From an optimization exercise on the open Yosys and OpenROAD flow, aimed at small area and a short achievable clock period; shortcuts taken in it are not production practice.
The RTL was checked by simulation tests, not by an equivalence proof against the original design.
Power and IR drop assume default switching activity.

==> flow/design.v <==
package apb_diag_pkg;
   localparam logic [11:0] OFF_CTRL   = 12'h000;
   localparam logic [11:0] OFF_STATUS = 12'h004;
   localparam logic [11:0] OFF_DROP   = 12'h008;
   localparam logic [11:0] OFF_POP    = 12'h00C;
   localparam int CTRL_EN      = 0;
   localparam int CTRL_CLR     = 1;
   localparam int CTRL_OVWR    = 2;
   localparam int CTRL_THR_LSB = 8;
   localparam int CTRL_THR_W   = 8;
   localparam int STAT_EMPTY = 16;
   localparam int STAT_FULL  = 17;
   typedef enum logic {
      IDLE = 1'b0,
      WAIT = 1'b1
   } state_e;
endpackage
module diag_buf_ram #(
   parameter int DEPTH = 64,
   parameter int AW    = $clog2(DEPTH)
) (
   input  logic          clk_i,
   input  logic          we_i,
   input  logic [AW-1:0] waddr_i,
   input  logic [31:0]   wdata_i,
   input  logic [AW-1:0] raddr_i,
   output logic [31:0]   rdata_o
);
   logic [31:0]    mem_q [DEPTH];
   logic [DEPTH-1:0] rsel;
   for (genvar i = 0; i < DEPTH; i++) begin : g_row
      always_ff @(posedge clk_i) begin
         if (we_i && (waddr_i == AW'(i))) begin
            mem_q[i] <= wdata_i;
         end
      end
      assign rsel[i] = (raddr_i == AW'(i));
   end
   always_comb begin
      rdata_o = '0;
      for (int i = 0; i < DEPTH; i++) begin
         rdata_o = rdata_o | ({32{rsel[i]}} & mem_q[i]);
      end
   end
endmodule
import apb_diag_pkg::*;
module apb_diag_buffer #(
   parameter int DEPTH = 64,
   parameter int CNT_W = $clog2(DEPTH) + 1
) (
   input  logic        pclk,
   input  logic        preset_n,
   input  logic [11:0] paddr,
   input  logic        psel,
   input  logic        penable,
   input  logic        pwrite,
   input  logic [31:0] pwdata,
   input  logic [3:0]  pstrb,
   output logic        pready,
   output logic [31:0] prdata,
   output logic        pslverr,
   input  logic        evt_valid,
   input  logic [31:0] evt_data,
   output logic        irq
);
   localparam int AW = $clog2(DEPTH);
   logic [AW-1:0]    wr_ptr_q, wr_ptr_d;
   logic [AW-1:0]    rd_ptr_q, rd_ptr_d;
   logic [CNT_W-1:0] count_q, count_d;
   logic [15:0]      drop_q, drop_d;
   logic             en_q, en_d;
   logic             ovwr_q, ovwr_d;
   logic [7:0]       thresh_q, thresh_d;
   logic             irq_q, irq_d;
   logic             popw_q;           
   logic             rdy_q, rdy_d;
   logic             err_q, err_d;
   logic [31:0]      rdata_q, rdata_d;
   logic        access, wr_ctrl, clr;
   logic        full, do_pop;
   logic        push, grow, ovr, drop;
   logic        ram_we;
   logic [31:0] ram_rdata;
   logic [CNT_W-1:0] cnt_s;
   logic [15:0]      drop_s;
   logic             grow_s, drop_inc_s, empty_s, full_s;
   logic             a_ctrl, a_stat, a_drop, a_pop;
   logic [31:0]      regmux;
   assign access  = psel && penable;
   assign wr_ctrl = access && pwrite && (paddr == OFF_CTRL);
   assign clr     = wr_ctrl && pstrb[0] && pwdata[CTRL_CLR];
   assign full    = count_q[CNT_W-1];
   assign do_pop  = popw_q;
   assign push = en_q && evt_valid && !clr;
   assign grow = push && (!full || do_pop);
   assign ovr  = push && full && !do_pop && ovwr_q;
   assign drop = push && full && !do_pop;
   always_comb begin
      en_d     = en_q;
      ovwr_d   = ovwr_q;
      thresh_d = thresh_q;
      if (wr_ctrl) begin
         if (pstrb[0]) begin
            en_d   = pwdata[CTRL_EN];
            ovwr_d = pwdata[CTRL_OVWR];
         end
         if (pstrb[1]) begin
            thresh_d = pwdata[CTRL_THR_LSB +: CTRL_THR_W];
         end
      end
      wr_ptr_d = wr_ptr_q + AW'(grow || ovr);
      rd_ptr_d = rd_ptr_q + AW'(do_pop || ovr);
      count_d  = count_q;
      if (grow && !do_pop) begin
         count_d = count_q + CNT_W'(1);
      end else if (!grow && do_pop) begin
         count_d = count_q - CNT_W'(1);
      end
      drop_d = drop_q + 16'(drop && (drop_q != 16'hFFFF));
      if (clr) begin
         wr_ptr_d = '0;
         rd_ptr_d = '0;
         count_d  = '0;
         drop_d   = '0;
      end
   end
   assign ram_we = !full || (en_q && evt_valid && (ovwr_q || do_pop));
   assign grow_s     = en_q && evt_valid && !full;
   assign drop_inc_s = en_q && evt_valid && full && (drop_q != 16'hFFFF);
   assign cnt_s      = count_q + CNT_W'(grow_s);
   assign drop_s     = drop_q + 16'(drop_inc_s);
   assign empty_s    = (count_q == '0) && !grow_s;
   assign full_s     = cnt_s[CNT_W-1];
   assign a_ctrl = (paddr == OFF_CTRL);
   assign a_stat = (paddr == OFF_STATUS);
   assign a_drop = (paddr == OFF_DROP);
   assign a_pop  = (paddr == OFF_POP);
   always_comb begin
      regmux = '0;
      if (a_ctrl) begin
         regmux[CTRL_EN]                    = en_q;
         regmux[CTRL_OVWR]                  = ovwr_q;
         regmux[CTRL_THR_LSB +: CTRL_THR_W] = thresh_q;
      end
      if (a_stat) begin
         regmux[CNT_W-1:0]  = cnt_s;
         regmux[STAT_EMPTY] = empty_s;
         regmux[STAT_FULL]  = full_s;
      end
      if (a_drop) begin
         regmux[15:0] = drop_s;
      end
   end
   always_comb begin
      if (penable) begin
         rdata_d = ram_rdata;
         rdy_d   = 1'b1;
         err_d   = 1'b0;
      end else begin
         rdata_d = regmux;
         rdy_d   = !(psel && !pwrite && a_pop && !empty_s);
         if (pwrite) begin
            err_d = !a_ctrl;
         end else begin
            err_d = !(a_ctrl || a_stat || a_drop || a_pop) || (a_pop && empty_s);
         end
      end
   end
   assign irq_d = en_q && (thresh_q != 8'd0) && (32'(count_q) >= 32'(thresh_q));
   always_ff @(posedge pclk or negedge preset_n) begin
      if (!preset_n) begin
         wr_ptr_q <= '0;
         rd_ptr_q <= '0;
         count_q  <= '0;
         drop_q   <= '0;
         en_q     <= 1'b0;
         ovwr_q   <= 1'b0;
         thresh_q <= '0;
         irq_q    <= 1'b0;
         popw_q   <= 1'b0;
      end else begin
         wr_ptr_q <= wr_ptr_d;
         rd_ptr_q <= rd_ptr_d;
         count_q  <= count_d;
         drop_q   <= drop_d;
         en_q     <= en_d;
         ovwr_q   <= ovwr_d;
         thresh_q <= thresh_d;
         irq_q    <= irq_d;
         popw_q   <= access && !rdy_q;
      end
   end
   always_ff @(posedge pclk) begin
      rdy_q   <= rdy_d;
      err_q   <= err_d;
      rdata_q <= rdata_d;
   end
   diag_buf_ram #(
      .DEPTH (DEPTH),
      .AW    (AW)
   ) u_ram (
      .clk_i   (pclk),
      .we_i    (ram_we),
      .waddr_i (wr_ptr_q),
      .wdata_i (evt_data),
      .raddr_i (rd_ptr_q),
      .rdata_o (ram_rdata)
   );
   assign pready  = rdy_q;
   assign prdata  = rdata_q;
   assign pslverr = err_q;
   assign irq     = irq_q;
endmodule
==> flow/run.sh <==
#!/bin/bash
# synth_recipe.tcl (not shown) runs the flow's synth.tcl, then flattens the netlist and writes it again
# the make line also repeats each setting of config.mk as NAME=value (left out here)
make -C /OpenROAD-flow-scripts/flow DESIGN_CONFIG=/design/flow/config.mk WORK_HOME=/design/flow/orfs CLKGATE_MAP_FILE= SYNTH_SCRIPT=/design/flow/synth_recipe.tcl finish
==> flow/config.mk <==
export PLATFORM = sky130hd
export DESIGN_NAME = apb_diag_buffer
export DESIGN_NICKNAME = apb_diag_buffer
export VERILOG_FILES = /design/flow/design.v
export SDC_FILE = /design/flow/constraint.sdc
export NUM_CORES = 4
export LEC_CHECK = 0
export CAP_MARGIN = 20
export CORE_MARGIN = 2
export CORE_UTILIZATION = 40
export SLEW_MARGIN = 20
==> flow/constraint.sdc <==
create_clock -name core_clock -period 5.0 [get_ports {pclk}]
set_input_delay 1.0000 -clock core_clock [delete_from_list [all_inputs] [get_ports {pclk}]]
set_output_delay 1.0000 -clock core_clock [all_outputs]
set_load 0.01 [all_outputs]
==> results of run 1 <==
-- kinds of logic after synthesis --
kind of cell,share of synthesized area
AOI/OAI and AO/OA,0.09994
xor gates and xnor gates,0.004915
buffers and inverters,0.01510
muxes,0.001229
and+or+nand+nor,0.06705
adders and majority gates,0.003766
DFF,0.8080
-- cells in the final DEF, fill, tap and decap left out, types with 19 or more instances in the layout --
master | netlist | routed
a2111oi_0 | 76 | 75
a221oi_1 | 28 | 27
a22o_1 | 27 | 27
a22oi_1 | 806 | 806
a31oi_1 | 24 | 24
and3_1 | 241 | 241
buf_12 | 0 | 74
buf_4 | 3 | 243
clkbuf_1 | 146 | 56
clkbuf_16 | 0 | 208
clkdlybuf4s50_1 | 0 | 63
clkinv_1 | 1 | 41
clkinv_2 | 0 | 38
dfrtp_1 | 47 | 45
dfxtp_1 | 34 | 34
diode_2 | 0 | 22
edfxtp_1 | 2048 | 2048
ha_1 | 22 | 22
nand2_1 | 204 | 204
nand3_1 | 106 | 105
nand4_1 | 103 | 103
nor2_1 | 157 | 48
nor2_4 | 1 | 125
nor3_1 | 25 | 24
nor4_1 | 69 | 68
xnor2_1 | 25 | 25
xor2_1 | 19 | 19
-- metrics by stage --
| stage | total power, mW | hold slack [ps] | instances |
|---|---|---|---|
| finish | 35.66 | 189.1 | 7675 |
| global route | 36.33 | 236.2 | 7660 |
| CTS | 35.59 | 186.4 | 7648 |
| detailed placement | 20.59 | 397.8 | 7262 |
| global placement | 20.57 | 397.2 | 7258 |
| floorplan | 20.10 | 449.4 | 4499 |
-- flip-flops by register name, indices dropped and copies added (netlist names), 6 cells and up --
signal,cells
rd_ptr_q,6
wr_ptr_q,6
drop_q,16
count_q,7
thresh_q,8
rdata_q,32
u_ram.mem_q,2048
-- power by group through the flow --
stage	combinational [mW]	sequential (mW)	clock (mW)
after floorplan	0.119	20.0	0
after CTS	0.604	19.6	15.4
after global placement	0.585	20.0	0
final	0.634	19.6	15.4
after global routing	0.652	19.6	16.1
after detailed placement	0.602	20.0	0
-- layout make-up --
type	count	area [µm²]
inverter	18	67.56
timing repair buffer	402	4159
sequential	2129	63360
fill	16228	102400
clock inverter	111	1049
multi-input combinational	2094	14900
antenna	22	55.05
tap	2624	3283
clock buffer	275	5567
-- per-layer routing --
metal  wire [µm]  vias to the layer above
met5         206                        -
li1            -                    19303
met3       57990                     1188
met1      112800                    26948
met2      141700                     5468
met4       22990                       30
-- worst min path at each step --
stage | slack [ps] | depth (start not counted) | startpoint | endpoint
2_1_floorplan | 450 | 1 | rdy_q | popw_q
3_3_place_gp | 400 | 1 | rdy_q | popw_q
3_5_place_dp | 400 | 1 | rdy_q | popw_q
4_1_cts | 190 | 1 | preset_n | drop_q[2]
5_1_grt | 240 | 1 | preset_n | drop_q[0]
6_report | 190 | 1 | preset_n | ovwr_q
-- critical path, stage by stage, from the launching register on --
cell and delay (ps):
dfrtp_1 1100, buf_4 330, nand4b_1 390, nor2_4 330
a2111oi_1 1030, buf_4 240, nand3_1 80, nor4_1 690
a31oi_1 300
==> summary.txt, run 1 <==
Run status
  • Run status: finished clean

Global route
  • Pin count of the biggest net entering global routing: 65
  • Grt met3 use: 0.1207
  • Total global-route track usage: 0.3299
  • Met1 usage: 0.4315
  • Global-route wire length before repair: 436.5 mm
  • Vias in the first global route: 47.40k
  • Gr ovfl total: 0
  • M2 GR Usage: 0.4712
  • Most Crowded Layer GR: met2
  • Initial antenna violation count: 38

Pwr
  • Power share of the clock group: 0.432
  • Sw Pwr: 7.451 mW
  • Combinational Power Share: 0.018
  • Register share of total power: 0.550
  • Internal Power: 28.21 mW
  • Worst vdd rail ir drop: 0.0003555 V
  • Switching part of the total: 0.2089
  • LEAKAGE: 30.23 nW
  • Power Density: 385.8 nW/µm²

Synth
  • Syn avg cell area: 17.43 µm²
  • Synthesized net count: 4608
  • Top FF cell, synth: edfxtp_1
  • Area leader, netlist: edfxtp_1
  • Async S/R FF share, synth: 0.02208
  • Commonest cells post-synth: 2048 x edfxtp_1, 806 x a22oi_1, 241 x and3_1
  • Register area share after synthesis: 0.8080
  • Synth top area cells: edfxtp_1 78%, a22oi_1 7.7%, and3_1 1.9%, dfrtp_1 1.5%, nand2_1 0.98%
  • Cell Area, Synth: 78410 µm²
  • Post-synth top area share: 0.7843
  • YS warnings: 3
  • Post-synth cell types: 67
  • Count leader, synth: edfxtp_1
  • Gate Count Post-Synth: 4499
  • Post-synth EDFFs: 2048
  • Register bit total from synthesis: 2129

Critical path
  • Worst Path Max Fanout: 24
  • CP Launch Type: flip-flop
  • RR Startpoint: rd_ptr_q[2]
  • Internal reg-to-reg setup slack: 320 ps
  • Crit path to: rdata_q[8]
  • Worst reg-to-reg path cell count: 8
  • CP Class: reg2reg
  • WP data required: 5660 ps
  • Reg2reg end: rdata_q[8]
  • Crit. Startpoint: rd_ptr_q[2]
  • Arrival time at the worst endpoint: 5340 ps
  • Worst setup EP type: flip-flop

Timing
  • Fmax: 0.2137 GHz
  • Final min period: 4678 ps
  • Headroom to the max-slew limit: 0.1421
  • Slew @ Worst Pin: 1285 ps
  • Total negative setup slack: 0 ps
  • Final Hold Fails: 0
  • Fin crit share: 0.9357
  • Setup WS post-layout: 321.5 ps
  • Worst Skew: 54.80 ps
  • RSZ-0062 raised after global routing: false
  • Max Slew Vio Count: 0
  • # setup viols final: 0

Clocking
  • CTS root buffer: clkbuf_16
  • Post-CTS resize count: 0
  • Post-CTS setup buffers: 0
  • Clk Latency, worst-skew pair: 870 ps
  • Longest Clk Path Bufs: 3
  • Clk slew on worst S/H paths: 60 ps
  • CTS sink count: 2129
  • CTS buffer count: 207
  • H-tree Lvls: 4
  • Post-CTS Hold Buffers: 0
  • CTS tree: built

Die
  • Starting Density: 0.4025
  • Cell row count: 162
  • # IOs: 121
  • Core box area: 194800 µm²
  • Die width: 446.7 µm
  • Die height: 446.7 µm
  • Die area: 199600 µm²

Placed design
  • Placed cell area: 85610 µm²
  • DP Wirelength: 187.1 mm
  • Gpl congestion: 0.8854
  • Pre-CTS WS: 539.6 ps
  • Number of buffers added on ports: 97

Detailed routing
  • Average routed wire per standard cell: 43.75 µm
  • Final WL: 335.8 mm
  • Final ANT Viol Nets: 0
  • Vias/cell: 6.897
  • Iteration-0 DRC Markers: 11.32k
  • Detailed-route via count: 52.94k
  • DRT Pass-1 Iters: 12
  • DRC: 0

Finish
  • Fin area: 92430 µm²
  • Synth-to-Final Area Change: 17.88%
  • Layout Utilization: 0.4745
  • Fraction of layout cells with a size suffix above 1: 0.1565
  • Final #Nets: 4961

Hold path
  • HP Class: in2async

Flow run
  • Max cap viols: 0
==> run 2: changes to the inputs <==
--- a/flow/config.mk
+++ b/flow/config.mk
@@ -6,6 +6,8 @@
 export NUM_CORES = 4
 export LEC_CHECK = 0
+export ABC_CLOCK_PERIOD_IN_PS = 2500
 export CAP_MARGIN = 20
 export CORE_MARGIN = 2
 export CORE_UTILIZATION = 40
+export SETUP_SLACK_MARGIN = 2.5
 export SLEW_MARGIN = 20
==> run 2 against run 1 <==
Effect of this change: clock skew grew 31 ps; synthesized cell count is the same; register-to-register slack gained 1700 ps; die area is the same; sequential power is essentially flat; non-clock buffer count grew 433; total power grew 2.2%; critical path depth grew 6; setup slack gained 1700 ps; combinational power grew 24%; highest routed layer unchanged.
==> summary.txt, run 2 <==
Pwr
  • Power Density: 360.2 nW/µm²
  • LEAKAGE: 33.98 nW
  • Worst vdd rail ir drop: 0.0003748 V

Synth
  • Post-synth EDFFs: 2048
  • Synth top area cells: edfxtp_1 78%, a22oi_1 7.7%, and3_1 1.9%, dfrtp_1 1.5%, nand2_1 0.98%
  • Synth Area in Compound Gates: 0.09994
  • Async S/R FF share, synth: 0.02208
  • YS warnings: 3
  • Area leader, netlist: edfxtp_1
  • Register bit total from synthesis: 2129
  • Post-synth cell types: 67
  • Register area share after synthesis: 0.8080
  • Synthesized net count: 4608
  • Gate Count Post-Synth: 4499
  • Largest family of logic cells by synthesized area: compound AO/OA/AOI/OAI gates
  • Cell Area, Synth: 78410 µm²
  • XOR/XNOR Fraction of Synth Area: 0.004915
  • Commonest cells post-synth: 2048 x edfxtp_1, 806 x a22oi_1, 241 x and3_1
  • Top FF cell, synth: edfxtp_1
  • Count leader, synth: edfxtp_1
  • Multiplexer share of the synthesized area: 0.001229
  • Adder-Cell Fraction of Synth Area: 0.003766
  • Post-synth top area share: 0.7843
  • Syn avg cell area: 17.43 µm²
  • Simple-Gate Fraction of Synth Area: 0.06705

Critical path
  • Delay-heaviest family, CP: buffers and inverters
  • Worst setup EP type: flip-flop
  • Reg2reg end: rdata_q[11]
  • RR Startpoint: rd_ptr_q[1]
  • Worst reg-to-reg path cell count: 14
  • Worst Path Max Fanout: 8
  • CP Launch Type: flip-flop
  • Stages on worst setup path: 14
  • WP data required: 5770 ps
  • Number of buffers and inverters on the critical path: 8
  • CP Class: reg2reg
  • Crit. Startpoint: rd_ptr_q[1]
  • Crit path to: rdata_q[11]
  • Critical-path top delay cell: dfrtp_4
  • Arrival time at the worst endpoint: 3780 ps
  • Worst path cell trace: buf_12 > buf_12 > nand4b_1 > buf_4 > buf_6 > nor2_4 > buf_12 > buf_16 > buf_6 > buf_6 > a22oi_2 > nand2_1 > nor4_2 > a31oi_2
  • CP peak stage delay: 500 ps
  • Internal reg-to-reg setup slack: 1990 ps

Finish
  • Final #Nets: 5401
  • Fraction of layout cells with a size suffix above 1: 0.2979
  • Fillers: 15.18k
  • Multi-input gate area: 17960 µm²
  • Top reg by flops: u_ram.mem_q
  • Seq. cell area: 63410 µm²
  • Largest regs: u_ram.mem_q (2048), rdata_q (32), drop_q (16)
  • Synth-to-Final Area Change: 29.00%
  • Layout Utilization: 0.5193
  • Max reg flops: 2048
  • Most frequent cells in the layout: 2048 x edfxtp_1, 736 x a22oi_1, 432 x buf_4, 228 x and3_1, 208 x clkbuf_16
  • Most common cell after layout, fill and taps aside: edfxtp_1

Timing
  • Total negative setup slack: 0 ps
  • Slew @ Worst Pin: 1136 ps
  • Headroom to the max-slew limit: 0.2428
  • Max Slew Vio Count: 0
  • # setup viols final: 0
  • RSZ-0062 raised after global routing: true
  • Final min period: 3009 ps
  • Fmax: 0.3323 GHz
  • Fin crit share: 0.6018
  • Worst Skew: 85.51 ps
  • Final Hold Fails: 0

Global route
  • Vias in the first global route: 50.72k
  • M2 GR Usage: 0.4998
  • Total global-route track usage: 0.3560
  • Met1 usage: 0.4399
  • Gr ovfl total: 0
  • Initial antenna violation count: 38
  • Grt met3 use: 0.1682
  • Most Crowded Layer GR: met2
  • Pin count of the biggest net entering global routing: 65
  • Global-route wire length before repair: 468.9 mm

Clocking
  • Longest Clk Path Bufs: 3
  • Clk Latency, worst-skew pair: 920 ps
  • CTS tree: built
  • H-tree Lvls: 4
  • Post-CTS Hold Buffers: 0
  • CTS sink count: 2129
  • CTS root buffer: clkbuf_16
  • CTS buffer count: 204
  • Clk slew on worst S/H paths: 60 ps

Die
  • Cell row count: 162
  • Starting Density: 0.4025
  • Die area: 199600 µm²
  • # IOs: 121
  • Die height: 446.7 µm
  • Die width: 446.7 µm
  • Core box area: 194800 µm²

Detailed routing
  • Iteration-0 DRC Markers: 12.47k
  • DRT Pass-1 Iters: 10
  • Final WL: 365.7 mm
  • Final ANT Viol Nets: 0
  • DRC: 0
  • Detailed-route via count: 56.99k
  • Vias/cell: 7.027
  • Average routed wire per standard cell: 45.10 µm

Run status
  • Run status: finished clean

Placed design
  • DP Wirelength: 190.7 mm
  • Gpl congestion: 0.8951
  • Number of buffers added on ports: 97

Hold path
  • HP Class: in2async

Flow run
  • Max cap viols: 0
## run 2: cell counts after synthesis
Identical to the previous run, type by type.
## run 2: area by class of cell
cell class / instances / share of cell area
sequential: 2129 / 0.6269
tap: 2624 / 0.03246
inverter: 18 / 0.0006680
timing repair buffer: 835 / 0.09375
clock inverter: 113 / 0.01419
antenna: 25 / 0.0006185
multi-input combinational: 2104 / 0.1776
clock buffer: 262 / 0.05381
## run 2: through the flow
step	hold WS (ps)	area [µm²]	total power [mW]	std cells	setup WS, ps
6_report	193.7	101100	36.44	8110	1991
5_1_grt	221.2	101100	37.05	8090	2023
4_1_cts	199.2	99020	36.25	8013	2049
3_5_place_dp	428.5	85770	20.60	7276	592.9
3_3_place_gp	428.3	85770	20.58	7276	618.7
2_1_floorplan	449.4	79130	20.10	4499	1542
## run 2: repair_timing
| action | CTS | global route |
|---|---|---|
| setup endpoints to repair | 1617 | 144 |
| pin swaps | 222 | 186 |
| cloned | 20 | 4 |
| gates resized for setup | 693 | 265 |
| buffers inserted | 342 | 67 |
| endpoints found under the hold margin | 0 | 0 |
## run 2: logic make-up after synthesis
family                   after synthesis
multiplexers                           9
adder cells (fa/ha/maj)               23
XOR/XNOR                              44
flip-flops                          2129
AND/OR/NAND/NOR                      990
AO/OA/AOI/OAI                       1028
buffers and inverters                276
## run 2: routing by layer
metal  routed length, µm  share of wire  up-vias
met2              149300           0.41     6399
met5                1171         0.0032        -
met3               68380           0.19     1687
met4               30550          0.084       49
met1              116300           0.32    28633
li1                    -              -    20224
## run 2: how the worst min path moves through the flow
stage,endpoint,cells past startpoint
after floorplan,popw_q,1
after global placement,popw_q,1
after detailed placement,popw_q,1
after CTS,thresh_q[3],1
after global routing,thresh_q[3],1
final,thresh_q[3],1
## run 2: power breakdown
part / internal, mW / switching (mW)
logic: 0.218 / 0.569
clock network: 8.91 / 7.14
registers: 19.6 / 0.0226
total: 28.7 / 7.74
==> run 3: changes to the inputs <==
--- a/flow/design.v
+++ b/flow/design.v
@@ -24,8 +24,9 @@
    input  logic [AW-1:0] waddr_i,
    input  logic [31:0]   wdata_i,
-   input  logic [AW-1:0] raddr_i,
+   input  logic [7:0]    rlo_i,
+   input  logic [7:0]    rhi_i,
    output logic [31:0]   rdata_o
 );
-   logic [31:0]    mem_q [DEPTH];
+   logic [31:0]      mem_q [DEPTH];
    logic [DEPTH-1:0] rsel;
    for (genvar i = 0; i < DEPTH; i++) begin : g_row
@@ -35,5 +36,5 @@
          end
       end
-      assign rsel[i] = (raddr_i == AW'(i));
+      assign rsel[i] = rhi_i[i / 8] && rlo_i[i % 8];
    end
    always_comb begin
@@ -66,5 +67,6 @@
    localparam int AW = $clog2(DEPTH);
    logic [AW-1:0]    wr_ptr_q, wr_ptr_d;
-   logic [AW-1:0]    rd_ptr_q, rd_ptr_d;
+   logic [7:0]       rlo_q, rlo_d;       
+   logic [7:0]       rhi_q, rhi_d;       
    logic [CNT_W-1:0] count_q, count_d;
    logic [15:0]      drop_q, drop_d;
@@ -74,4 +76,5 @@
    logic             irq_q, irq_d;
    logic             popw_q;           
+   logic             wrc_q;            
    logic             rdy_q, rdy_d;
    logic             err_q, err_d;
@@ -81,4 +84,6 @@
    logic        push, grow, ovr, drop;
    logic        ram_we;
+   logic [CNT_W-1:0] cnt_inc, cnt_dec;
+   logic [15:0]      drop_inc;
    logic [31:0] ram_rdata;
    logic [CNT_W-1:0] cnt_s;
@@ -88,8 +93,11 @@
    logic [31:0]      regmux;
    assign access  = psel && penable;
-   assign wr_ctrl = access && pwrite && (paddr == OFF_CTRL);
+   assign wr_ctrl = wrc_q;
    assign clr     = wr_ctrl && pstrb[0] && pwdata[CTRL_CLR];
    assign full    = count_q[CNT_W-1];
    assign do_pop  = popw_q;
+   assign cnt_inc  = count_q + CNT_W'(1);
+   assign cnt_dec  = count_q - CNT_W'(1);
+   assign drop_inc = (drop_q == 16'hFFFF) ? drop_q : drop_q + 16'd1;
    assign push = en_q && evt_valid && !clr;
    assign grow = push && (!full || do_pop);
@@ -110,15 +118,22 @@
       end
       wr_ptr_d = wr_ptr_q + AW'(grow || ovr);
-      rd_ptr_d = rd_ptr_q + AW'(do_pop || ovr);
-      count_d  = count_q;
-      if (grow && !do_pop) begin
-         count_d = count_q + CNT_W'(1);
-      end else if (!grow && do_pop) begin
-         count_d = count_q - CNT_W'(1);
-      end
-      drop_d = drop_q + 16'(drop && (drop_q != 16'hFFFF));
+      rlo_d = rlo_q;
+      rhi_d = rhi_q;
+      if (do_pop || ovr) begin
+         rlo_d = {rlo_q[6:0], rlo_q[7]};
+         if (rlo_q[7]) begin
+            rhi_d = {rhi_q[6:0], rhi_q[7]};
+         end
+      end
+      if (do_pop) begin
+         count_d = grow ? count_q : cnt_dec;
+      end else begin
+         count_d = grow ? cnt_inc : count_q;
+      end
+      drop_d = drop ? drop_inc : drop_q;
       if (clr) begin
          wr_ptr_d = '0;
-         rd_ptr_d = '0;
+         rlo_d    = 8'd1;
+         rhi_d    = 8'd1;
          count_d  = '0;
          drop_d   = '0;
@@ -127,7 +142,7 @@
    assign ram_we = !full || (en_q && evt_valid && (ovwr_q || do_pop));
    assign grow_s     = en_q && evt_valid && !full;
-   assign drop_inc_s = en_q && evt_valid && full && (drop_q != 16'hFFFF);
-   assign cnt_s      = count_q + CNT_W'(grow_s);
-   assign drop_s     = drop_q + 16'(drop_inc_s);
+   assign drop_inc_s = en_q && evt_valid && full;
+   assign cnt_s      = grow_s ? cnt_inc : count_q;
+   assign drop_s     = drop_inc_s ? drop_inc : drop_q;
    assign empty_s    = (count_q == '0) && !grow_s;
    assign full_s     = cnt_s[CNT_W-1];
@@ -171,5 +186,6 @@
       if (!preset_n) begin
          wr_ptr_q <= '0;
-         rd_ptr_q <= '0;
+         rlo_q    <= 8'd1;
+         rhi_q    <= 8'd1;
          count_q  <= '0;
          drop_q   <= '0;
@@ -179,7 +195,9 @@
          irq_q    <= 1'b0;
          popw_q   <= 1'b0;
+         wrc_q    <= 1'b0;
       end else begin
          wr_ptr_q <= wr_ptr_d;
-         rd_ptr_q <= rd_ptr_d;
+         rlo_q    <= rlo_d;
+         rhi_q    <= rhi_d;
          count_q  <= count_d;
          drop_q   <= drop_d;
@@ -189,4 +207,5 @@
          irq_q    <= irq_d;
          popw_q   <= access && !rdy_q;
+         wrc_q    <= psel && !penable && pwrite && (paddr == OFF_CTRL);
       end
    end
@@ -204,5 +223,6 @@
       .waddr_i (wr_ptr_q),
       .wdata_i (evt_data),
-      .raddr_i (rd_ptr_q),
+      .rlo_i   (rlo_q),
+      .rhi_i   (rhi_q),
       .rdata_o (ram_rdata)
    );
--- a/flow/config.mk
+++ b/flow/config.mk
@@ -6,8 +6,10 @@
 export NUM_CORES = 4
 export LEC_CHECK = 0
-export ABC_CLOCK_PERIOD_IN_PS = 2500
 export CAP_MARGIN = 20
 export CORE_MARGIN = 2
-export CORE_UTILIZATION = 40
-export SETUP_SLACK_MARGIN = 2.5
+export CORE_UTILIZATION = 60
+export CTS_CLUSTER_DIAMETER = 100
+export CTS_CLUSTER_SIZE = 30
+export PLACE_DENSITY = 0.7
+export SETUP_SLACK_MARGIN = 2.4
 export SLEW_MARGIN = 20
==> run 3 against run 2 <==
Effect of this change: via count is 4.8% lower; still clean; largest power group unchanged; largest cell class unchanged; clock power down 46%; first-iteration DRC count is 11% higher; highest routed layer unchanged.
==> summary.txt, run 3 <==
Timing
  • # setup viols final: 0
  • Slew @ Worst Pin: 1272 ps
  • Fmax: 0.3408 GHz
  • RSZ-0062 raised after global routing: true
  • Setup WS post-layout: 2066 ps
  • Final hold slack: 400.5 ps
  • Worst Skew: 39.31 ps
  • Headroom to the max-slew limit: 0.1486
  • Final Hold Fails: 0
  • Max Slew Vio Count: 0
  • Total negative setup slack: 0 ps
  • Final min period: 2934 ps
  • Fin crit share: 0.5868

Pwr
  • Internal Power: 23.34 mW
  • Switching part of the total: 0.2152
  • Worst vdd rail ir drop: 0.0003407 V
  • Power Density: 328.4 nW/µm²
  • Power share of the clock group: 0.291
  • Sw Pwr: 6.399 mW
  • LEAKAGE: 28.52 nW
  • Register share of total power: 0.662
  • Combinational Power Share: 0.047

Die
  • # IOs: 121
  • Cell row count: 133
  • Die width: 367.4 µm
  • Starting Density: 0.6033
  • Die height: 367.4 µm
  • Core box area: 131300 µm²
  • Die area: 135000 µm²

Global route
  • Gr ovfl total: 0
  • Vias in the first global route: 48.20k
  • Total global-route track usage: 0.4457
  • Pin count of the biggest net entering global routing: 71
  • Initial antenna violation count: 28
  • Global-route wire length before repair: 405.8 mm

Finish
  • Most frequent cells in the layout: 2048 x edfxtp_1, 608 x a22oi_1, 262 x buf_4, 191 x a21oi_1, 126 x o22ai_1
  • Fin area: 90550 µm²
  • Synth-to-Final Area Change: 14.30%
  • Most common cell after layout, fill and taps aside: edfxtp_1
  • Top reg by flops: u_ram.mem_q
  • Max reg flops: 2048
  • Final std cells w/o fill: 6663
  • Fraction of layout cells with a size suffix above 1: 0.1736
  • Fillers: 8161
  • Final #Nets: 4934
  • Multi-input gate area: 15690 µm²
  • Seq. cell area: 63710 µm²
  • Largest regs: u_ram.mem_q (2048), rdata_q (32), drop_q (16)

Clocking
  • Post-CTS Hold Buffers: 0
  • Clk slew on worst S/H paths: 120 ps
  • CTS tree: built
  • CTS sink count: 2140
  • Clk Latency, worst-skew pair: 780 ps
  • H-tree Lvls: 3
  • CTS buffer count: 82
  • CTS root buffer: clkbuf_16
  • Longest Clk Path Bufs: 3

Placed design
  • DP Wirelength: 159.4 mm
  • Number of buffers added on ports: 97
  • Placed cell area: 83720 µm²
  • Pre-CTS WS: 989.2 ps
  • Placed cells: 6289
  • Gpl congestion: 0.9030

Detailed routing
  • DRT Pass-1 Iters: 13
  • Average routed wire per standard cell: 47.13 µm
  • Detailed-route via count: 54.26k
  • DRC: 0
  • Vias/cell: 8.143
  • Final WL: 314.0 mm
  • Iteration-0 DRC Markers: 13.85k
  • Final ANT Viol Nets: 0

Synth
  • Post-synth EDFFs: 2048
  • Syn avg cell area: 17.40 µm²
  • Gate Count Post-Synth: 4552
  • Area leader, netlist: edfxtp_1
  • Synth top area cells: edfxtp_1 78%, a22oi_1 5.9%, dfrtp_1 1.8%, a222oi_1 1.4%, a21oi_1 1.2%
  • Synthesized net count: 4651
  • YS warnings: 3
  • Commonest cells post-synth: 2048 x edfxtp_1, 623 x a22oi_1, 197 x a21oi_1
  • Register area share after synthesis: 0.8033
  • Register bit total from synthesis: 2140
  • Cell Area, Synth: 79220 µm²
  • Top FF cell, synth: edfxtp_1
  • Count leader, synth: edfxtp_1
  • Async S/R FF share, synth: 0.02710
  • Post-synth cell types: 69
  • Post-synth top area share: 0.7763

Critical path
  • CP Launch Type: flip-flop
  • Arrival time at the worst endpoint: 3560 ps
  • Number of buffers and inverters on the critical path: 2
  • Worst path cell trace: buf_4 > buf_12 > and2_1 > a22oi_1 > nand4_1 > or4_4 > nor4_4 > a21oi_1
  • CP Class: reg2reg
  • Worst Path Max Fanout: 6
  • Critical-path top delay cell: or4_4
  • Worst setup EP type: flip-flop
  • Delay-heaviest family, CP: simple AND/OR/NAND/NOR gates
  • CP peak stage delay: 570 ps
  • WP data required: 5630 ps

Hold path
  • HP Class: in2async

Flow run
  • Max cap viols: 0

Run status
  • Run status: finished clean
[run 3: logic make-up after synthesis]
group           after synthesis  synth area share
fa+ha+maj                    13          0.002053
xor+xnor                     27          0.002985
simple gates                535           0.03377
flops                      2140            0.8033
buf+inv                     365           0.01829
compound gates             1455            0.1373
mux                          17          0.002322
[run 3: worst paths after layout]
path,startpoint,end,slack (ps),cells past startpoint
min in group core_clock,rdy_q,popw_q,400,1
hold / removal,preset_n,drop_q[13],400,2
setup / recovery,rhi_q[7],rdata_q[10],2070,8
setup reg to reg,rhi_q[7],rdata_q[10],2070,8
max in group asynchronous,preset_n,rlo_q[7],3980,2
hold reg to reg,rdy_q,popw_q,400,1
[run 3: through the flow]
| stage | total power, mW | util |
|---|---|---|
| floorplan | 20.47 | - |
| global placement | 21.16 | 0.6377 |
| detailed placement | 21.19 | 0.6377 |
| CTS | 29.45 | 0.6767 |
| global route | 30.17 | 0.6894 |
| finish | 29.73 | 0.6896 |
[run 3: worst reg2reg max path, delay by kind of cell, from the launching register on]
kind | cells | cell delay (ps)
and+or+nand+nor | 4 | 1480
buffers and inverters | 2 | 340
DFF | 1 | 520
AOI/OAI and AO/OA | 2 | 470
[run 3: timing repair]
item	CTS	global route
buffers inserted	133	64
gates cloned	9	9
gates resized for setup	256	164
pin swaps	43	89
setup endpoints to repair	1727	508
[run 3: layout make-up]
cell class	instances	area share
Multi-Input combinational cell	2047	0.1733
Antenna cell	12	0.0003316
Tap cell	1755	0.02425
Timing Repair Buffer	537	0.06989
Inverter	27	0.001865
Clock buffer	137	0.02565
Clock inverter	8	0.001133
Sequential cell	2140	0.7036
[run 3: power groups by stage]
stage	Combinational [mW]	Clock (mW)	Sequential, mW
floorplan	0.402	0	20.1
global placement	1.05	0	20.1
detailed placement	1.07	0	20.1
CTS	1.23	8.54	19.7
global route	1.39	9.11	19.7
finish	1.40	8.66	19.7
[run 3: per-layer routing]
layer	vias up	share of wire	track usage	routed length, µm
met5	-	0.0014	0.004630	443
met4	30	0.083	0.2704	26120
met3	1484	0.20	0.1873	63660
met2	6592	0.41	0.6153	128200
met1	26587	0.30	0.5902	95640
li1	19562	-	-	-
==> run 4: changes to the inputs <==
--- a/flow/design.v
+++ b/flow/design.v
@@ -20,14 +20,12 @@
    parameter int AW    = $clog2(DEPTH)
 ) (
-   input  logic          clk_i,
-   input  logic          we_i,
-   input  logic [AW-1:0] waddr_i,
-   input  logic [31:0]   wdata_i,
-   input  logic [7:0]    rlo_i,
-   input  logic [7:0]    rhi_i,
-   output logic [31:0]   rdata_o
+   input  logic             clk_i,
+   input  logic             we_i,
+   input  logic [AW-1:0]    waddr_i,
+   input  logic [31:0]      wdata_i,
+   input  logic [DEPTH-1:0] rsel_i,
+   output logic [31:0]      rdata_o
 );
-   logic [31:0]      mem_q [DEPTH];
-   logic [DEPTH-1:0] rsel;
+   logic [31:0] mem_q [DEPTH];
    for (genvar i = 0; i < DEPTH; i++) begin : g_row
       always_ff @(posedge clk_i) begin
@@ -36,10 +34,9 @@
          end
       end
-      assign rsel[i] = rhi_i[i / 8] && rlo_i[i % 8];
    end
    always_comb begin
       rdata_o = '0;
       for (int i = 0; i < DEPTH; i++) begin
-         rdata_o = rdata_o | ({32{rsel[i]}} & mem_q[i]);
+         rdata_o = rdata_o | ({32{rsel_i[i]}} & mem_q[i]);
       end
    end
@@ -67,6 +64,5 @@
    localparam int AW = $clog2(DEPTH);
    logic [AW-1:0]    wr_ptr_q, wr_ptr_d;
-   logic [7:0]       rlo_q, rlo_d;       
-   logic [7:0]       rhi_q, rhi_d;       
+   logic [DEPTH-1:0] rsel_q, rsel_d;     
    logic [CNT_W-1:0] count_q, count_d;
    logic [15:0]      drop_q, drop_d;
@@ -118,11 +114,7 @@
       end
       wr_ptr_d = wr_ptr_q + AW'(grow || ovr);
-      rlo_d = rlo_q;
-      rhi_d = rhi_q;
+      rsel_d = rsel_q;
       if (do_pop || ovr) begin
-         rlo_d = {rlo_q[6:0], rlo_q[7]};
-         if (rlo_q[7]) begin
-            rhi_d = {rhi_q[6:0], rhi_q[7]};
-         end
+         rsel_d = {rsel_q[DEPTH-2:0], rsel_q[DEPTH-1]};
       end
       if (do_pop) begin
@@ -134,6 +126,5 @@
       if (clr) begin
          wr_ptr_d = '0;
-         rlo_d    = 8'd1;
-         rhi_d    = 8'd1;
+         rsel_d   = DEPTH'(1);
          count_d  = '0;
          drop_d   = '0;
@@ -186,6 +177,5 @@
       if (!preset_n) begin
          wr_ptr_q <= '0;
-         rlo_q    <= 8'd1;
-         rhi_q    <= 8'd1;
+         rsel_q   <= DEPTH'(1);
          count_q  <= '0;
          drop_q   <= '0;
@@ -198,6 +188,5 @@
       end else begin
          wr_ptr_q <= wr_ptr_d;
-         rlo_q    <= rlo_d;
-         rhi_q    <= rhi_d;
+         rsel_q   <= rsel_d;
          count_q  <= count_d;
          drop_q   <= drop_d;
@@ -223,6 +212,5 @@
       .waddr_i (wr_ptr_q),
       .wdata_i (evt_data),
-      .rlo_i   (rlo_q),
-      .rhi_i   (rhi_q),
+      .rsel_i  (rsel_q),
       .rdata_o (ram_rdata)
    );
--- a/flow/config.mk
+++ b/flow/config.mk
@@ -12,4 +12,4 @@
 export CTS_CLUSTER_SIZE = 30
 export PLACE_DENSITY = 0.7
-export SETUP_SLACK_MARGIN = 2.4
+export SETUP_SLACK_MARGIN = 2.7
 export SLEW_MARGIN = 20
==> run 4 against run 3 <==
Effect of this change: still clean on timing, DRC and antenna; area after synthesis about the same; register-to-register slack improved by 250 ps; total power decreased by 1.4%; die area about the same; final area increased by 0.44%; cell count decreased by 0.96%; global-route usage increased by 2.1 points; hold slack got worse by 48 ps; critical path depth decreased by 3; core utilization increased by 0.31 points; first-iteration DRC count decreased by 7.9%.
==> summary.txt, run 4 <==
Clocking
  • Longest Clk Path Bufs: 3
  • Clk Latency, worst-skew pair: 790 ps
  • CTS buffer count: 84
  • Clk slew on worst S/H paths: 110 ps
  • H-tree Lvls: 3
  • CTS sink count: 2188
  • CTS root buffer: clkbuf_16
  • CTS tree: built

Pwr
  • Worst vdd rail ir drop: 0.0003010 V
  • Register share of total power: 0.682
  • Sw Pwr: 5.869 mW
  • Combinational Power Share: 0.014
  • LEAKAGE: 28.65 nW
  • Power Density: 322.3 nW/µm²
  • Total Power: 29.31 mW
  • Power share of the clock group: 0.304
  • Internal Power: 23.44 mW
  • Switching part of the total: 0.2002

Detailed routing
  • Iteration-0 DRC Markers: 12.75k
  • Average routed wire per standard cell: 48.97 µm
  • Final ANT Viol Nets: 0
  • Detailed-route via count: 53.66k
  • DRT Pass-1 Iters: 10
  • DRC: 0
  • Vias/cell: 8.132
  • Final WL: 323.2 mm

Timing
  • RSZ-0062 raised after global routing: true
  • Headroom to the max-slew limit: 0.2185
  • Total negative setup slack: 0 ps
  • # setup viols final: 0
  • Fmax: 0.3728 GHz
  • Fin crit share: 0.5364
  • Final Hold Fails: 0
  • Max Slew Vio Count: 0
  • Worst Skew: 38.18 ps
  • Setup WS post-layout: 2318 ps
  • Slew @ Worst Pin: 1172 ps
  • Final min period: 2682 ps
  • Final hold slack: 352.1 ps

Global route
  • Pin count of the biggest net entering global routing: 66
  • Global-route wire length before repair: 416.1 mm
  • Total global-route track usage: 0.4664
  • Gr ovfl total: 0
  • Initial antenna violation count: 22
  • Vias in the first global route: 47.48k

Synth
  • YS warnings: 3
  • Synth top area cells: edfxtp_1 78%, a22oi_1 4.7%, dfrtp_1 3.3%, a221oi_1 2.8%, a22o_1 2.7%
  • Syn avg cell area: 18.01 µm²
  • Register area share after synthesis: 0.8187
  • Top FF cell, synth: edfxtp_1
  • Post-synth cell types: 60
  • Gate Count Post-Synth: 4398
  • Post-synth top area share: 0.7766
  • Commonest cells post-synth: 2048 x edfxtp_1, 496 x a22oi_1, 253 x a221oi_1
  • Async S/R FF share, synth: 0.04845
  • Count leader, synth: edfxtp_1
  • Synthesized net count: 4497
  • Post-synth EDFFs: 2048
  • Area leader, netlist: edfxtp_1
  • Register bit total from synthesis: 2188
  • Cell Area, Synth: 79190 µm²

Finish
  • Most common cell after layout, fill and taps aside: edfxtp_1
  • Fraction of layout cells with a size suffix above 1: 0.2006
  • Seq. cell area: 65090 µm²
  • Most frequent cells in the layout: 2048 x edfxtp_1, 485 x a22oi_1, 275 x buf_4, 246 x a22o_1, 197 x a221oi_1
  • Fillers: 8109
  • Largest regs: u_ram.mem_q (2048), rsel_q (64), rdata_q (32)
  • Top reg by flops: u_ram.mem_q
  • Final #Nets: 4848
  • Synth-to-Final Area Change: 14.85%
  • Final std cells w/o fill: 6599
  • Multi-input gate area: 14790 µm²
  • Max reg flops: 2048

Critical path
  • Worst reg-to-reg path cell count: 5
  • Worst setup EP type: flip-flop
  • Worst path cell trace: buf_4 > a221oi_1 > nand4_1 > o41ai_4 > o31ai_1
  • WP data required: 5620 ps
  • RR Startpoint: rsel_q[3]
  • Delay-heaviest family, CP: compound AO/OA/AOI/OAI gates
  • CP Launch Type: flip-flop
  • Number of buffers and inverters on the critical path: 1
  • Reg2reg end: rdata_q[7]
  • CP peak stage delay: 690 ps
  • Critical-path top delay cell: dfrtp_2
  • CP Class: reg2reg
  • Arrival time at the worst endpoint: 3300 ps
  • Internal reg-to-reg setup slack: 2320 ps
  • Crit. Startpoint: rsel_q[3]
  • Worst Path Max Fanout: 13

Die
  • Starting Density: 0.6031
  • Die area: 134900 µm²
  • Die height: 367.3 µm
  • Die width: 367.3 µm
  • Cell row count: 133
  • # IOs: 121
  • Core box area: 131300 µm²

Flow run
  • Max cap viols: 0

Hold path
  • HP Class: in2async

Placed design
  • Placed cells: 6166
  • Gpl congestion: 0.9051
  • DP Wirelength: 168.2 mm
  • Pre-CTS WS: 871.7 ps
  • Number of buffers added on ports: 97

Run status
  • Run status: finished clean
run 4: repair_timing:
item | 4_1_cts | 5_1_grt
pin swaps | 85 | 68
setup buffers | 181 | 56
gates cloned | 5 | 6
resized for setup | 471 | 165
hold buffers | 0 | 0
setup endpoints to repair | 2192 | 1119
run 4: stage by stage:
| stage | utilization | area (µm²) |
|---|---|---|
| floorplan | - | 79740 |
| global placement | 0.6380 | 83770 |
| detailed placement | 0.6380 | 83770 |
| CTS | 0.6810 | 89410 |
| global route | 0.6922 | 90890 |
| finish | 0.6927 | 90950 |
run 4: kinds of logic (layout without fill, tap and decap cells):
logic type                 Yosys count  in the layout  share of synthesized area
adders and majority gates           13             13                   0.002054
muxes                               15             15                   0.002086
other                                0             23                          0
xor gates and xnor gates            24             24                   0.002654
DFF                               2188           2188                     0.8187
AOI/OAI and AO/OA                 1179           1179                     0.1173
buffers and inverters              314            736                    0.01539
and+or+nand+nor                    665            666                    0.04184
run 4: how the worst max path moves through the flow:
stage / cells past startpoint / slack [ps] / to
after floorplan: 4 / 2210 / u_ram.mem_q[58][0]
after global placement: 7 / 890 / u_ram.mem_q[10][28]
after detailed placement: 7 / 870 / u_ram.mem_q[10][19]
after CTS: 6 / 2470 / rdata_q[7]
after global routing: 6 / 2420 / rdata_q[6]
final: 5 / 2320 / rdata_q[7]
run 4: layer usage:
metal,routed length (µm),track usage,vias to the layer above
met2,130900,0.6451,6795
met1,96100,0.5943,26217
li1,-,-,18961
met4,29340,0.3081,26
met5,223,0,-
met3,66620,0.2129,1664
run 4: final cells by class:
| type | instances | share of cell area |
|---|---|---|
| sequential | 2188 | 0.7157 |
| multi-input combinational | 1897 | 0.1626 |
| timing repair buffer | 570 | 0.06881 |
| clock buffer | 147 | 0.02641 |
| tap | 1755 | 0.02414 |
| clock inverter | 11 | 0.001389 |
| antenna | 23 | 0.0006328 |
| inverter | 8 | 0.0003302 |
run 4: power groups by stage:
| stage | clock network [mW] | logic, mW | registers, mW |
|---|---|---|---|
| 6_report | 8.90 | 0.407 | 20.0 |
| 5_1_grt | 9.32 | 0.429 | 20.0 |
| 4_1_cts | 8.75 | 0.380 | 20.0 |
| 3_5_place_dp | 0 | 0.376 | 20.4 |
| 3_3_place_gp | 0 | 0.361 | 20.4 |
| 2_1_floorplan | 0 | 0.0342 | 20.4 |
==> run 5: changes to the inputs <==
==> flow/flow/run.sh (new file) <==
#!/bin/bash
# Layout flow: the standard flow (standard synthesis unchanged), with the
# port buffers inserted as buf_4 instead of the placer's default delay buffer.
set -euo pipefail
bash standard.sh "BUFFER_PORTS_ARGS=-buffer_cell sky130_fd_sc_hd__buf_4" finish > flow_make.log 2>&1
==> flow/standard.sh (new file) <==
#!/bin/bash
# synth_recipe.tcl (not shown) runs the flow's synth.tcl, then flattens the netlist and writes it again
# the make line also repeats each setting of config.mk as NAME=value (left out here)
make -C /OpenROAD-flow-scripts/flow DESIGN_CONFIG=/design/flow/config.mk WORK_HOME=/design/flow/orfs CLKGATE_MAP_FILE= SYNTH_SCRIPT=/design/flow/synth_recipe.tcl "${@:-finish}"
removed: flow/run.sh
==> run 5 against run 4 <==
Effect of this change: die area did not move; via count is 0.95% higher; setup slack gained 140 ps; sequential power is essentially flat; core utilization up 0.086 points; sequential cell count unchanged; area after synthesis unchanged; sequential share of layout area is 0.11 points lower; final area rose by 0.12%; total power decreased by 0.32%; largest cell class unchanged; highest routed layer unchanged.
==> summary.txt, run 5 <==
Run status
  • Run status: finished clean

Critical path
  • Number of buffers and inverters on the critical path: 2
  • Critical-path top delay cell: dfrtp_4
  • Worst Path Max Fanout: 14
  • Worst path cell trace: buf_4 > buf_8 > a22o_1 > a221oi_2 > nand4_1 > nor4_4 > a21oi_2
  • Stages on worst setup path: 7
  • CP peak stage delay: 560 ps
  • Arrival time at the worst endpoint: 3190 ps
  • Delay-heaviest family, CP: simple AND/OR/NAND/NOR gates
  • CP Launch Type: flip-flop
  • Worst reg-to-reg path cell count: 7
  • CP Class: reg2reg
  • Worst setup EP type: flip-flop
  • WP data required: 5650 ps

Finish
  • Synth-to-Final Area Change: 14.99%
  • Fraction of layout cells with a size suffix above 1: 0.2111
  • Final std cells w/o fill: 6627
  • Final #Nets: 4890
  • Top reg by flops: u_ram.mem_q
  • Max reg flops: 2048
  • Most common cell after layout, fill and taps aside: edfxtp_1
  • Most frequent cells in the layout: 2048 x edfxtp_1, 482 x a22oi_1, 405 x buf_4, 247 x a22o_1, 192 x a221oi_1
  • Largest regs: u_ram.mem_q (2048), rsel_q (64), rdata_q (32)

Detailed routing
  • Detailed-route via count: 54.17k
  • Final ANT Viol Nets: 0
  • Average routed wire per standard cell: 49.14 µm
  • DRC: 0
  • Vias/cell: 8.175
  • Final WL: 325.7 mm
  • Iteration-0 DRC Markers: 13.70k
  • DRT Pass-1 Iters: 10

Synth
  • Count leader, synth: edfxtp_1
  • Post-synth cell types: 60
  • Top FF cell, synth: edfxtp_1
  • Post-synth EDFFs: 2048
  • Register bit total from synthesis: 2188
  • Area leader, netlist: edfxtp_1
  • Cell Area, Synth: 79190 µm²
  • Post-synth top area share: 0.7766
  • Synthesized net count: 4497
  • Async S/R FF share, synth: 0.04845
  • Synth top area cells: edfxtp_1 78%, a22oi_1 4.7%, dfrtp_1 3.3%, a221oi_1 2.8%, a22o_1 2.7%
  • YS warnings: 3
  • Commonest cells post-synth: 2048 x edfxtp_1, 496 x a22oi_1, 253 x a221oi_1
  • Syn avg cell area: 18.01 µm²
  • Gate Count Post-Synth: 4398
  • Register area share after synthesis: 0.8187

Clocking
  • Clk slew on worst S/H paths: 120 ps
  • Clk Latency, worst-skew pair: 790 ps
  • Longest Clk Path Bufs: 3
  • CTS tree: built
  • H-tree Lvls: 3
  • CTS root buffer: clkbuf_16
  • Post-CTS Hold Buffers: 0
  • CTS buffer count: 84
  • CTS sink count: 2188

Timing
  • Final hold slack: 431.6 ps
  • Slew @ Worst Pin: 1128 ps
  • RSZ-0062 raised after global routing: true
  • Final min period: 2544 ps
  • # setup viols final: 0
  • Fin crit share: 0.5087
  • Headroom to the max-slew limit: 0.2444
  • Total negative setup slack: 0 ps
  • Fmax: 0.3931 GHz
  • Worst Skew: 49.06 ps
  • Final Hold Fails: 0
  • Max Slew Vio Count: 0

Placed design
  • Placed cells: 6157
  • DP Wirelength: 169.3 mm
  • Number of buffers added on ports: 97
  • Gpl congestion: 0.9088

Global route
  • Grt met3 use: 0.2111
  • Vias in the first global route: 48.35k
  • Pin count of the biggest net entering global routing: 129
  • Global-route wire length before repair: 418.4 mm
  • Most Crowded Layer GR: met2
  • M2 GR Usage: 0.6456
  • Met1 usage: 0.5981
  • Gr ovfl total: 0
  • Initial antenna violation count: 15
  • Total global-route track usage: 0.4695

Die
  • Starting Density: 0.6031
  • # IOs: 121
  • Die height: 367.3 µm
  • Cell row count: 133
  • Die width: 367.3 µm
  • Die area: 134900 µm²
  • Core box area: 131300 µm²

Pwr
  • Power Density: 320.9 nW/µm²
  • Register share of total power: 0.685
  • Internal Power: 23.37 mW
  • Switching part of the total: 0.2002
  • Sw Pwr: 5.848 mW
  • Total Power: 29.22 mW
  • Combinational Power Share: 0.013
  • Worst vdd rail ir drop: 0.0002960 V
  • LEAKAGE: 28.86 nW
  • Power share of the clock group: 0.302

Hold path
  • HP Class: in2async

Flow run
  • Max cap viols: 0
run 5: cell types whose count changed in the layout (fill, tap and decap cells not counted), sizes merged:
cell	before	now
dlygate4sd2	7	0
inv	15	14
clkinvlp	1	0
clkdlybuf4s50	19	0
clkbuf	155	156
dlymetal6s2s	1	0
bufbuf	2	1
buf	533	600
diode	23	12
clkinv	3	4
run 5: final timing paths:
| path | startpoint | to | slack (ps) |
|---|---|---|---|
| max | rsel_q[49] | rdata_q[11] | 2460 |
| min | preset_n | rsel_q[39] | 430 |
| max reg2reg | rsel_q[49] | rdata_q[11] | 2460 |
| min reg2reg | rdy_q | popw_q | 440 |
| max in group asynchronous | preset_n | rsel_q[17] | 3520 |
| min in group core_clock | rdy_q | popw_q | 440 |
run 5: cell families after synthesis:
| logic type | count (synthesis) | synth area share |
|---|---|---|
| multiplexers | 15 | 0.002086 |
| AND/OR/NAND/NOR | 665 | 0.04184 |
| flip-flops | 2188 | 0.8187 |
| XOR/XNOR | 24 | 0.002654 |
| adder cells (fa/ha/maj) | 13 | 0.002054 |
| AO/OA/AOI/OAI | 1179 | 0.1173 |
| buffers and inverters | 314 | 0.01539 |
run 5: metrics by stage:
step | setup slack (ps) | cell area [µm²] | utilization
after floorplan | 2208 | 79740 | -
after global placement | 1347 | 83580 | 0.6366
after detailed placement | 1343 | 83590 | 0.6366
after CTS | 2472 | 89260 | 0.6798
after global routing | 2464 | 91030 | 0.6933
final | 2456 | 91060 | 0.6935
run 5: area by class of cell:
class                   count  area, µm²
repair buffers            612       6504
clock buffers             145       2352
well taps                1755       2196
diodes                     12      30.03
flip-flops and latches   2188      65070
clock inverters            10      133.9
fillers                  8178      40240
multi-input cells        1897      14740
inverters                   8      30.03
run 5: per-layer routing:
layer  vias to the layer above  wire length, µm
met4                        16            30750
met2                      6897           132400
met1                     26485            95370
li1                      19037                -
met5                         -              109
met3                      1739            67050
run 5: timing repair:
action | CTS | global route
buffers inserted | 219 | 69
pin swaps | 76 | 67
setup endpoints to repair | 2090 | 994
gates cloned | 4 | 11
resized for setup | 271 | 185
run 5: power groups by stage:
stage                     clock [mW]  combinational [mW]  sequential, mW
after floorplan                    0              0.0342            20.4
after global placement             0               0.352            20.4
after detailed placement           0               0.368            20.4
after CTS                       8.68               0.373            20.0
after global routing            9.23               0.416            20.0
final                           8.83               0.392            20.0
==> run 6: changes to the inputs <==
--- a/flow/design.v
+++ b/flow/design.v
@@ -25,5 +25,6 @@
    input  logic [31:0]      wdata_i,
    input  logic [DEPTH-1:0] rsel_i,
-   output logic [31:0]      rdata_o
+   output logic [31:0]      rdata_lo_o,
+   output logic [31:0]      rdata_hi_o
 );
    logic [31:0] mem_q [DEPTH];
@@ -36,7 +37,9 @@
    end
    always_comb begin
-      rdata_o = '0;
-      for (int i = 0; i < DEPTH; i++) begin
-         rdata_o = rdata_o | ({32{rsel_i[i]}} & mem_q[i]);
+      rdata_lo_o = '0;
+      rdata_hi_o = '0;
+      for (int i = 0; i < DEPTH / 2; i++) begin
+         rdata_lo_o = rdata_lo_o | ({32{rsel_i[i]}} & mem_q[i]);
+         rdata_hi_o = rdata_hi_o | ({32{rsel_i[i + DEPTH / 2]}} & mem_q[i + DEPTH / 2]);
       end
    end
@@ -75,5 +78,6 @@
    logic             rdy_q, rdy_d;
    logic             err_q, err_d;
-   logic [31:0]      rdata_q, rdata_d;
+   logic [31:0]      rdata_d, rdhi_d;
+   logic [31:0]      rdlo_n_q, rdhi_n_q;
    logic        access, wr_ctrl, clr;
    logic        full, do_pop;
@@ -82,5 +86,5 @@
    logic [CNT_W-1:0] cnt_inc, cnt_dec;
    logic [15:0]      drop_inc;
-   logic [31:0] ram_rdata;
+   logic [31:0] ram_rdata_lo, ram_rdata_hi;
    logic [CNT_W-1:0] cnt_s;
    logic [15:0]      drop_s;
@@ -160,9 +164,11 @@
    always_comb begin
       if (penable) begin
-         rdata_d = ram_rdata;
+         rdata_d = ram_rdata_lo;
+         rdhi_d  = ram_rdata_hi;
          rdy_d   = 1'b1;
          err_d   = 1'b0;
       end else begin
          rdata_d = regmux;
+         rdhi_d  = '0;
          rdy_d   = !(psel && !pwrite && a_pop && !empty_s);
          if (pwrite) begin
@@ -202,5 +208,6 @@
       rdy_q   <= rdy_d;
       err_q   <= err_d;
-      rdata_q <= rdata_d;
+      rdlo_n_q <= ~rdata_d;
+      rdhi_n_q <= ~rdhi_d;
    end
    diag_buf_ram #(
@@ -213,8 +220,9 @@
       .wdata_i (evt_data),
       .rsel_i  (rsel_q),
-      .rdata_o (ram_rdata)
+      .rdata_lo_o (ram_rdata_lo),
+      .rdata_hi_o (ram_rdata_hi)
    );
    assign pready  = rdy_q;
-   assign prdata  = rdata_q;
+   assign prdata  = ~(rdlo_n_q & rdhi_n_q);
    assign pslverr = err_q;
    assign irq     = irq_q;
==> run 6 against run 5 <==
Effect of this change: cell count is 1.1% lower; core utilization shrank 1.1 points; total power increased by 0.57%; still clean; sequential cell count grew 32; wire length down 19%; critical path type unchanged; hold slack worse by 140 ps; register-to-register slack better by 96 ps; setup slack improved by 96 ps; clock power down 2%; sequential power barely moved; largest power group unchanged; global-route usage down 8.7 points; via count down 8.4%.
==> summary.txt, run 6 <==
Detailed routing
  • Detailed-route via count: 49.64k
  • Vias/cell: 7.576
  • Final ANT Viol Nets: 0
  • Iteration-0 DRC Markers: 10.08k
  • Final WL: 265.0 mm
  • Average routed wire per standard cell: 40.44 µm
  • DRT Pass-1 Iters: 8
  • DRC: 0

Die
  • Core box area: 131800 µm²
  • Die width: 369.0 µm
  • Starting Density: 0.6066
  • Cell row count: 133
  • Die height: 369.0 µm
  • # IOs: 121
  • Die area: 136200 µm²

Synth
  • Post-synth top area share: 0.7692
  • Register bit total from synthesis: 2220
  • Syn avg cell area: 17.81 µm²
  • Commonest cells post-synth: 2048 x edfxtp_1, 711 x a22oi_1, 269 x clkbuf_1
  • Top FF cell, synth: edfxtp_1
  • Async S/R FF share, synth: 0.04775
  • Post-synth EDFFs: 2048
  • Post-synth cell types: 62
  • Cell Area, Synth: 79950 µm²
  • Gate Count Post-Synth: 4490
  • Synth top area cells: edfxtp_1 77%, a22oi_1 6.7%, dfrtp_1 3.3%, dfxtp_1 1.7%, a22o_1 1.6%
  • Count leader, synth: edfxtp_1
  • Synthesized net count: 4589
  • Register area share after synthesis: 0.8189
  • Area leader, netlist: edfxtp_1
  • YS warnings: 3

Critical path
  • Arrival time at the worst endpoint: 2840 ps
  • CP Class: reg2reg
  • Worst reg-to-reg path cell count: 4
  • RR Startpoint: wr_ptr_q[0]
  • Worst Path Max Fanout: 32
  • CP Launch Type: flip-flop
  • Internal reg-to-reg setup slack: 2550 ps
  • Worst setup EP type: flip-flop
  • Reg2reg end: u_ram.mem_q[17][26]
  • WP data required: 5390 ps

Pwr
  • Power Density: 326.5 nW/µm²
  • Total Power: 29.39 mW
  • Power share of the clock group: 0.295
  • Register share of total power: 0.690
  • Switching part of the total: 0.1957
  • Sw Pwr: 5.752 mW
  • Worst vdd rail ir drop: 0.0003084 V
  • LEAKAGE: 28.30 nW
  • Internal Power: 23.63 mW
  • Combinational Power Share: 0.015

Global route
  • Gr ovfl total: 0
  • Met1 usage: 0.5210
  • Global-route wire length before repair: 358.0 mm
  • Total global-route track usage: 0.3823
  • Pin count of the biggest net entering global routing: 129
  • Initial antenna violation count: 11
  • Grt met3 use: 0.09347
  • Vias in the first global route: 46.14k
  • M2 GR Usage: 0.5901
  • Most Crowded Layer GR: met2

Finish
  • Max reg flops: 2048
  • Most frequent cells in the layout: 2048 x edfxtp_1, 710 x a22oi_1, 320 x buf_4, 179 x nand2_1, 146 x nand4_1
  • Fillers: 8422
  • Synth-to-Final Area Change: 12.58%
  • Largest regs: u_ram.mem_q (2048), rsel_q (64)
  • Final #Nets: 4835
  • Final std cells w/o fill: 6553
  • Fraction of layout cells with a size suffix above 1: 0.1795
  • Top reg by flops: u_ram.mem_q
  • Most common cell after layout, fill and taps aside: edfxtp_1

Placed design
  • Placed cells: 6217
  • Number of buffers added on ports: 97
  • DP Wirelength: 138.0 mm
  • Gpl congestion: 0.8793
  • Pre-CTS WS: 1064 ps

Clocking
  • Clk slew on worst S/H paths: 120 ps
  • Longest Clk Path Bufs: 3
  • CTS root buffer: clkbuf_16
  • CTS tree: built
  • CTS sink count: 2220
  • CTS buffer count: 84
  • H-tree Lvls: 3
  • Clk Latency, worst-skew pair: 760 ps

Run status
  • Run status: finished clean

Timing
  • Setup WS post-layout: 2553 ps
  • Final min period: 2447 ps
  • Fin crit share: 0.4895
  • Fmax: 0.4086 GHz
  • Headroom to the max-slew limit: 0.4584
  • RSZ-0062 raised after global routing: true
  • # setup viols final: 0
  • Worst Skew: 22.65 ps
  • Slew @ Worst Pin: 812.4 ps
  • Max Slew Vio Count: 0
  • Total negative setup slack: 0 ps
  • Final Hold Fails: 0

Flow run
  • Max cap viols: 0

Hold path
  • HP Class: in2async
[run 6: changes by cell type after synthesis, sizes merged, moves of 43 or more]
cell / change
a22oi: +215
o41ai: +43
a221oi: -115
a22o: -105
nand3: +56
nor3: -43
[run 6: worst max path at each step]
stage,start,end,slack (ps),depth (start not counted)
global placement,evt_valid,u_ram.mem_q[62][7],1040,6
global route,wr_ptr_q[2],u_ram.mem_q[32][10],2550,4
detailed placement,evt_valid,u_ram.mem_q[62][7],1060,6
CTS,rdhi_n_q[24],prdata[24],2580,2
floorplan,evt_valid,u_ram.mem_q[58][0],2220,4
finish,wr_ptr_q[0],u_ram.mem_q[17][26],2550,4
[run 6: through the flow]
| stage | hold WS (ps) | cell area [µm²] | utilization |
|---|---|---|---|
| 4_1_cts | 286.8 | 88950 | 0.6749 |
| 2_1_floorplan | 449.9 | 80550 | - |
| 6_report | 289.3 | 90010 | 0.6829 |
| 3_3_place_gp | 421.3 | 83990 | 0.6372 |
| 5_1_grt | 317.3 | 89970 | 0.6827 |
| 3_5_place_dp | 426.2 | 83990 | 0.6373 |
[run 6: power groups by stage]
stage | Clock, mW | Combinational (mW) | Sequential (mW)
6_report | 8.66 | 0.448 | 20.3
5_1_grt | 9.19 | 0.474 | 20.3
4_1_cts | 8.60 | 0.434 | 20.3
3_5_place_dp | 0 | 0.416 | 20.7
3_3_place_gp | 0 | 0.400 | 20.7
2_1_floorplan | 0 | 0.0542 | 20.7
[run 6: kinds of logic after synthesis]
kind of cell | Yosys count | synth area share
AOI/OAI and AO/OA | 1214 | 0.1166
xor gates and xnor gates | 20 | 0.002191
adders and majority gates | 13 | 0.002035
buffers and inverters | 323 | 0.01540
DFF | 2220 | 0.8189
muxes | 19 | 0.002551
and+or+nand+nor | 681 | 0.04232
[run 6: repair_timing]
item	4_1_cts	5_1_grt
buffers inserted	116	64
hold buffers	0	0
pin swaps	70	26
gates resized for setup	296	87
endpoints found under the setup margin	2049	1486
gates cloned	5	3
[run 6: metal layers]
metal,vias up,wire [µm]
met5,-,51
met4,8,14630
met3,849,40870
met2,4666,120800
met1,25121,88680
li1,18999,-
[run 6: layout make-up]
type,instances,area [µm²],share of cell area
well taps,1755,2196,0.02440
repair buffers,470,4926,0.05473
inverters,10,37.54,0.0004170
clock buffers,130,2338,0.02598
multi-input cells,1950,14660,0.1629
diodes,13,32.53,0.0003614
flip-flops and latches,2220,65770,0.7307
clock inverters,5,46.29,0.0005143
[run 6: worst max-delay path: stages (launching register included)]
cell      delay [ps]
dfrtp_1          530
nor2b_1          390
nand2_1          440
nor2_4           210
clkbuf_8         460

-- separate check: timing with driven ports --
Ports are ideal in the flow. The routed layouts listed here were re-timed in OpenROAD.
Step 1 (the two cells are an assumption about what drives the block):
set clk [get_ports {pclk}]
set_driving_cell -lib_cell sky130_fd_sc_hd__clkbuf_16 $clk
set_driving_cell -lib_cell sky130_fd_sc_hd__buf_2 [delete_from_list [all_inputs] $clk]
Step 2 times the ports against the registers' clock, not the clock port: input delays grow and output delays shrink by t, the midpoint of the rising clock arrivals with the driver on.
Three values: ideal ports, drivers, drivers and shift; two values: the first two.
| run | t, ns | slack for setup (ns) | worst slew at a driven data input, ns |
|---|---|---|---|
| run 1 | 0.941 | 0.322 / 0.322 / 0.322 | 0.28 |
| run 2 | 0.959 | 1.991 / 1.991 / 1.475 | 0.39 |
| run 3 | 0.839 | 2.066 / 2.066 / 1.580 | 0.14 |
| run 4 | 0.859 | 2.318 / 2.318 / 1.680 | 0.15 |
| run 5 | 0.855 | 2.456 / 2.456 / 1.750 | 0.18 |
| run 6 | 0.827 | 2.553 / 2.518 / 1.974 | 0.14 |
After both steps every run listed still meets setup and hold. For run 5, which loses most, drivers alone change the setup slack by 0.000 ns; drivers and shift together by -0.706 ns.
